What follows belongs to an exercise in optimizing a design on an open flow for small area, a short achievable clock period and few clock cycles per item; a production flow would make more cautious choices. Function was checked by simulation only, so behaviour that the tests miss may differ from the original.

== indigo ==
==> flow/design.v <==
package fpalu_pkg;
	localparam int FIELD_BITS    = 32;
	localparam int OP_BITS       = 3;
	localparam int FRAC_BITS_DEF = 8;
	localparam int WORD_BITS_DEF = 32;
	typedef enum logic [OP_BITS-1:0] {
		OP_ADD = 3'd0,
		OP_SUB = 3'd1,
		OP_MUL = 3'd2,
		OP_DIV = 3'd3,
		OP_MIN = 3'd4,
		OP_MAX = 3'd5
	} op_t;
	typedef struct packed {
		logic [OP_BITS-1:0]           operation;
		logic signed [FIELD_BITS-1:0] operand_a;
		logic signed [FIELD_BITS-1:0] operand_b;
	} in_item_t;
	typedef struct packed {
		logic signed [FIELD_BITS-1:0] result;
		logic                         a_less;
		logic                         a_equal;
		logic                         a_greater;
		logic                         divide_by_zero;
	} out_item_t;
	typedef struct packed {
		logic               valid;
		logic [OP_BITS-1:0] op;
		logic               a_less;
		logic               a_equal;
		logic               a_greater;
		logic               div_zero;
		logic               neg;
	} ctrl_t;
endpackage
module fixed_point_q24_8_alu_unit #(
	parameter int WORD_BITS = fpalu_pkg::WORD_BITS_DEF,
	parameter int FRAC_BITS = fpalu_pkg::FRAC_BITS_DEF
) (
	input  logic      clk,
	input  logic      arst_n,
	input  logic      req_valid,
	output logic      req_ready,
	input  fpalu_pkg::in_item_t  req,
	output logic      rsp_valid,
	input  logic      rsp_ready,
	output fpalu_pkg::out_item_t rsp
);
	localparam logic [1:0] ST_FIRST = 2'd0;
	localparam logic [1:0] ST_SHIFT = 2'd1;
	localparam logic [1:0] ST_ITER  = 2'd2;
	localparam logic [1:0] ST_FIN   = 2'd3;
	logic        e_valid;
	logic [1:0]  e_st;
	logic [2:0]  e_op;
	logic [31:0] ea, eb;
	logic [30:0] xr;
	logic [39:0] xs;
	logic [5:0]  cnt;
	logic        m_prev;
	logic        f_lt, f_eq, f_gt, f_dz, f_neg;
	fpalu_pkg::out_item_t out_q, sk_q, item;
	logic        out_valid_q, sk_valid_q;
	logic        is_div, is_mul, first, done, push, adv;
	assign is_div = (e_op == fpalu_pkg::OP_DIV);
	assign is_mul = (e_op == fpalu_pkg::OP_MUL);
	assign first  = (e_st == ST_FIRST);
	assign done   = (first && !is_div && !is_mul) || (e_st == ST_FIN);
	assign adv    = ~sk_valid_q;
	assign push   = adv & e_valid & done;
	assign req_ready = adv & (~e_valid | done);
	logic lt, eq, gt;
	logic [31:0] simple;
	assign lt = (ea[31] ^ eb[31]) ? ea[31] : (ea[30:0] < eb[30:0]);
	assign eq = ea == eb;
	assign gt = ~lt & ~eq;
	always_comb begin
		case (e_op)
			fpalu_pkg::OP_ADD: simple = ea + eb;
			fpalu_pkg::OP_SUB: simple = ea - eb;
			fpalu_pkg::OP_MIN: simple = lt ? ea : eb;
			fpalu_pkg::OP_MAX: simple = gt ? ea : eb;
			default:           simple = '0;
		endcase
	end
	function automatic logic [5:0] lz32(input logic [31:0] v);
		lz32 = 6'd32;
		for (int i = 0; i < 32; i++) if (v[i]) lz32 = 6'(31 - i);
	endfunction
	logic [31:0] abs_a, abs_b;
	logic [5:0]  lza_raw, lzb_raw;
	logic [6:0]  lza_s, p0s;
	logic [5:0]  sh0;
	logic        qzero;
	assign abs_a   = ea[31] ? (~ea + 32'd1) : ea;
	assign abs_b   = eb[31] ? (~eb + 32'd1) : eb;
	assign lza_raw = lz32(ea ^ {32{ea[31]}});
	assign lzb_raw = lz32(eb ^ {32{eb[31]}});
	assign lza_s   = {1'b0, lza_raw} - {6'd0, (ea[31] && lza_raw != 6'd0)};
	assign p0s     = 7'd8 + {1'b0, lzb_raw} - lza_s;
	assign qzero   = p0s[6];
	assign sh0     = (p0s[5:0] >= 6'd39) ? 6'd0 : (6'd39 - p0s[5:0]);
	logic [70:0] dshift;
	assign dshift = {31'd0, ea, 8'd0} << cnt;
	logic [31:0] trial;
	logic [32:0] diff;
	logic        ge;
	assign trial = {xr, xs[39]};
	assign diff  = {1'b0, trial} - {1'b0, eb};
	assign ge    = ~diff[32];
	logic [39:0] ma, mp, pp0, pp1, mp_next;
	logic        bprev;
	logic        n0, o0, t0, n1, o1, t1;
	logic        mdone;
	assign ma    = first ? {{8{ea[31]}}, ea} : {xr[7:0], ea};
	assign mp    = first ? 40'd0 : xs;
	assign bprev = first ? 1'b0 : m_prev;
	assign n0 = eb[1] & ~(eb[0] & bprev);
	assign o0 = eb[0] ^ bprev;
	assign t0 = (eb[1] & ~eb[0] & ~bprev) | (~eb[1] & eb[0] & bprev);
	assign n1 = eb[3] & ~(eb[2] & eb[1]);
	assign o1 = eb[2] ^ eb[1];
	assign t1 = (eb[3] & ~eb[2] & ~eb[1]) | (~eb[3] & eb[2] & eb[1]);
	assign pp0 = ({40{o0}} & ma | {40{t0}} & {ma[38:0], 1'b0}) ^ {40{n0}};
	assign pp1 = ({40{o1}} & ma | {40{t1}} & {ma[38:0], 1'b0}) ^ {40{n1}};
	assign mp_next = mp + pp0 + {pp1[37:0], 2'b00} + {39'd0, n0} + {37'd0, n1, 2'b00};
	assign mdone = (eb[31:3] == '0) | (eb[31:3] == '1);
	logic [31:0] q_signed;
	assign q_signed = f_neg ? (~xs[31:0] + 32'd1) : xs[31:0];
	always_comb begin
		item = '0;
		if (first) begin
			item.result    = simple;
			item.a_less    = lt;
			item.a_equal   = eq;
			item.a_greater = gt;
		end else begin
			item.result         = is_div ? q_signed : xs[39:8];
			item.a_less         = f_lt;
			item.a_equal        = f_eq;
			item.a_greater      = f_gt;
			item.divide_by_zero = f_dz;
		end
	end
	always_ff @(posedge clk or negedge arst_n) begin
		if (!arst_n) begin
			e_valid <= 1'b0;
			e_st    <= ST_FIRST;
		end else if (adv) begin
			if (req_ready) begin
				e_valid <= req_valid;
				e_st    <= ST_FIRST;
			end else begin
				case (e_st)
					ST_FIRST: begin
						if (is_div) e_st <= (eb == '0 || qzero) ? ST_FIN : ST_SHIFT;
						else        e_st <= mdone ? ST_FIN : ST_ITER;
					end
					ST_SHIFT: e_st <= ST_ITER;
					ST_ITER: begin
						if (is_div) e_st <= (cnt == 6'd39) ? ST_FIN : ST_ITER;
						else        e_st <= mdone ? ST_FIN : ST_ITER;
					end
					default: e_st <= ST_FIRST;
				endcase
			end
		end
	end
	always_ff @(posedge clk) begin
		if (adv) begin
			if (req_ready) begin
				e_op <= req.operation;
				ea   <= req.operand_a;
				eb   <= req.operand_b;
			end else if (is_div) begin
				case (e_st)
					ST_FIRST: begin
						ea    <= abs_a;
						eb    <= abs_b;
						cnt   <= sh0;
						xs    <= '0;
						f_lt  <= lt;
						f_eq  <= eq;
						f_gt  <= gt;
						f_dz  <= (eb == '0);
						f_neg <= ea[31] ^ eb[31];
					end
					ST_SHIFT: begin
						xr <= dshift[70:40];
						xs <= dshift[39:0];
					end
					ST_ITER: begin
						xr  <= ge ? diff[30:0] : trial[30:0];
						xs  <= {xs[38:0], ge};
						cnt <= cnt + 6'd1;
					end
					default: ;
				endcase
			end else if (e_st != ST_FIN) begin
				if (first) begin
					f_lt  <= lt;
					f_eq  <= eq;
					f_gt  <= gt;
					f_dz  <= 1'b0;
				end
				{xr[7:0], ea} <= {ma[35:0], 4'd0};
				eb     <= {{4{eb[31]}}, eb[31:4]};
				m_prev <= eb[3];
				xs     <= mp_next;
			end
		end
	end
	logic take;
	assign take = out_valid_q & rsp_ready;
	always_ff @(posedge clk or negedge arst_n) begin
		if (!arst_n) begin
			out_valid_q <= 1'b0;
			sk_valid_q  <= 1'b0;
		end else if (take || !out_valid_q) begin
			if (sk_valid_q) begin
				out_valid_q <= 1'b1;
				sk_valid_q  <= 1'b0;
			end else begin
				out_valid_q <= push;
			end
		end else if (push) begin
			sk_valid_q <= 1'b1;
		end
	end
	always_ff @(posedge clk) begin
		if (take || !out_valid_q) out_q <= sk_valid_q ? sk_q : item;
		if (!sk_valid_q) sk_q <= item;
	end
	assign rsp_valid = out_valid_q;
	assign rsp       = out_q;
endmodule
make LEC_CHECK=0 ABC_AREA=1 CAP_MARGIN=20 CORE_MARGIN=2 CORE_UTILIZATION=45 PLACE_DENSITY=0.6 SETUP_SLACK_MARGIN=5 SLEW_MARGIN=20 finish   # period 9.0 ns
run.sh (not shown) runs the stock make flow with config.mk's settings and CLKGATE_MAP_FILE= SYNTH_SCRIPT=/design/flow/synth_recipe.tcl, a recipe that flattens the netlist after the stock synthesis.
Testbench counts of indigo, summed over its fixed seeds: cycles 120,184, items 32,000.
Here is what was changed in the inputs of nickel compared with indigo.
- a deleted ABC_AREA that had been 1
Findings:
From indigo to nickel, number of levels in the clock H-tree did not move at all.
Number of DRC markers in iteration 0 | nickel below indigo
nickel vs indigo: total nets after synthesis down
On layout filler cell count, the lower figure sits with nickel, not indigo.
indigo → nickel: share of the synthesized area in compound gates (AO/OA/AOI/OAI) rose by 2.2 points.
Die area in nickel is 1.2% lower than in indigo
indigo leaves more setup margin than nickel.

[port drivers added, routing unchanged]
In the flow no input, the clock included, has a driving cell. The finished layouts below were timed again as built, in two steps.
Step 1 assumes that a clkbuf_16 drives the clock port and a buf_2 every other input.
Step 2 adds t to the input delays and takes it off the output delays; t is the mean of the earliest and latest rising clock arrival at the registers after step 1. Input paths then give back, and output paths get back, about the clock's delay inside the block.
Slacks: ideal ports / drivers / drivers and shift; pairs: ideal ports / drivers.
| run | shift t [ns] | setup WS [ns] | latest minus earliest clock arrival (ns) |
|---|---|---|---|
| indigo | 0.675 | 3.867 / 3.867 / 3.867 | 0.030 / 0.030 |
| nickel | 0.678 | 3.344 / 3.344 / 3.344 | 0.036 / 0.037 |
After both steps every run listed still meets setup and hold.
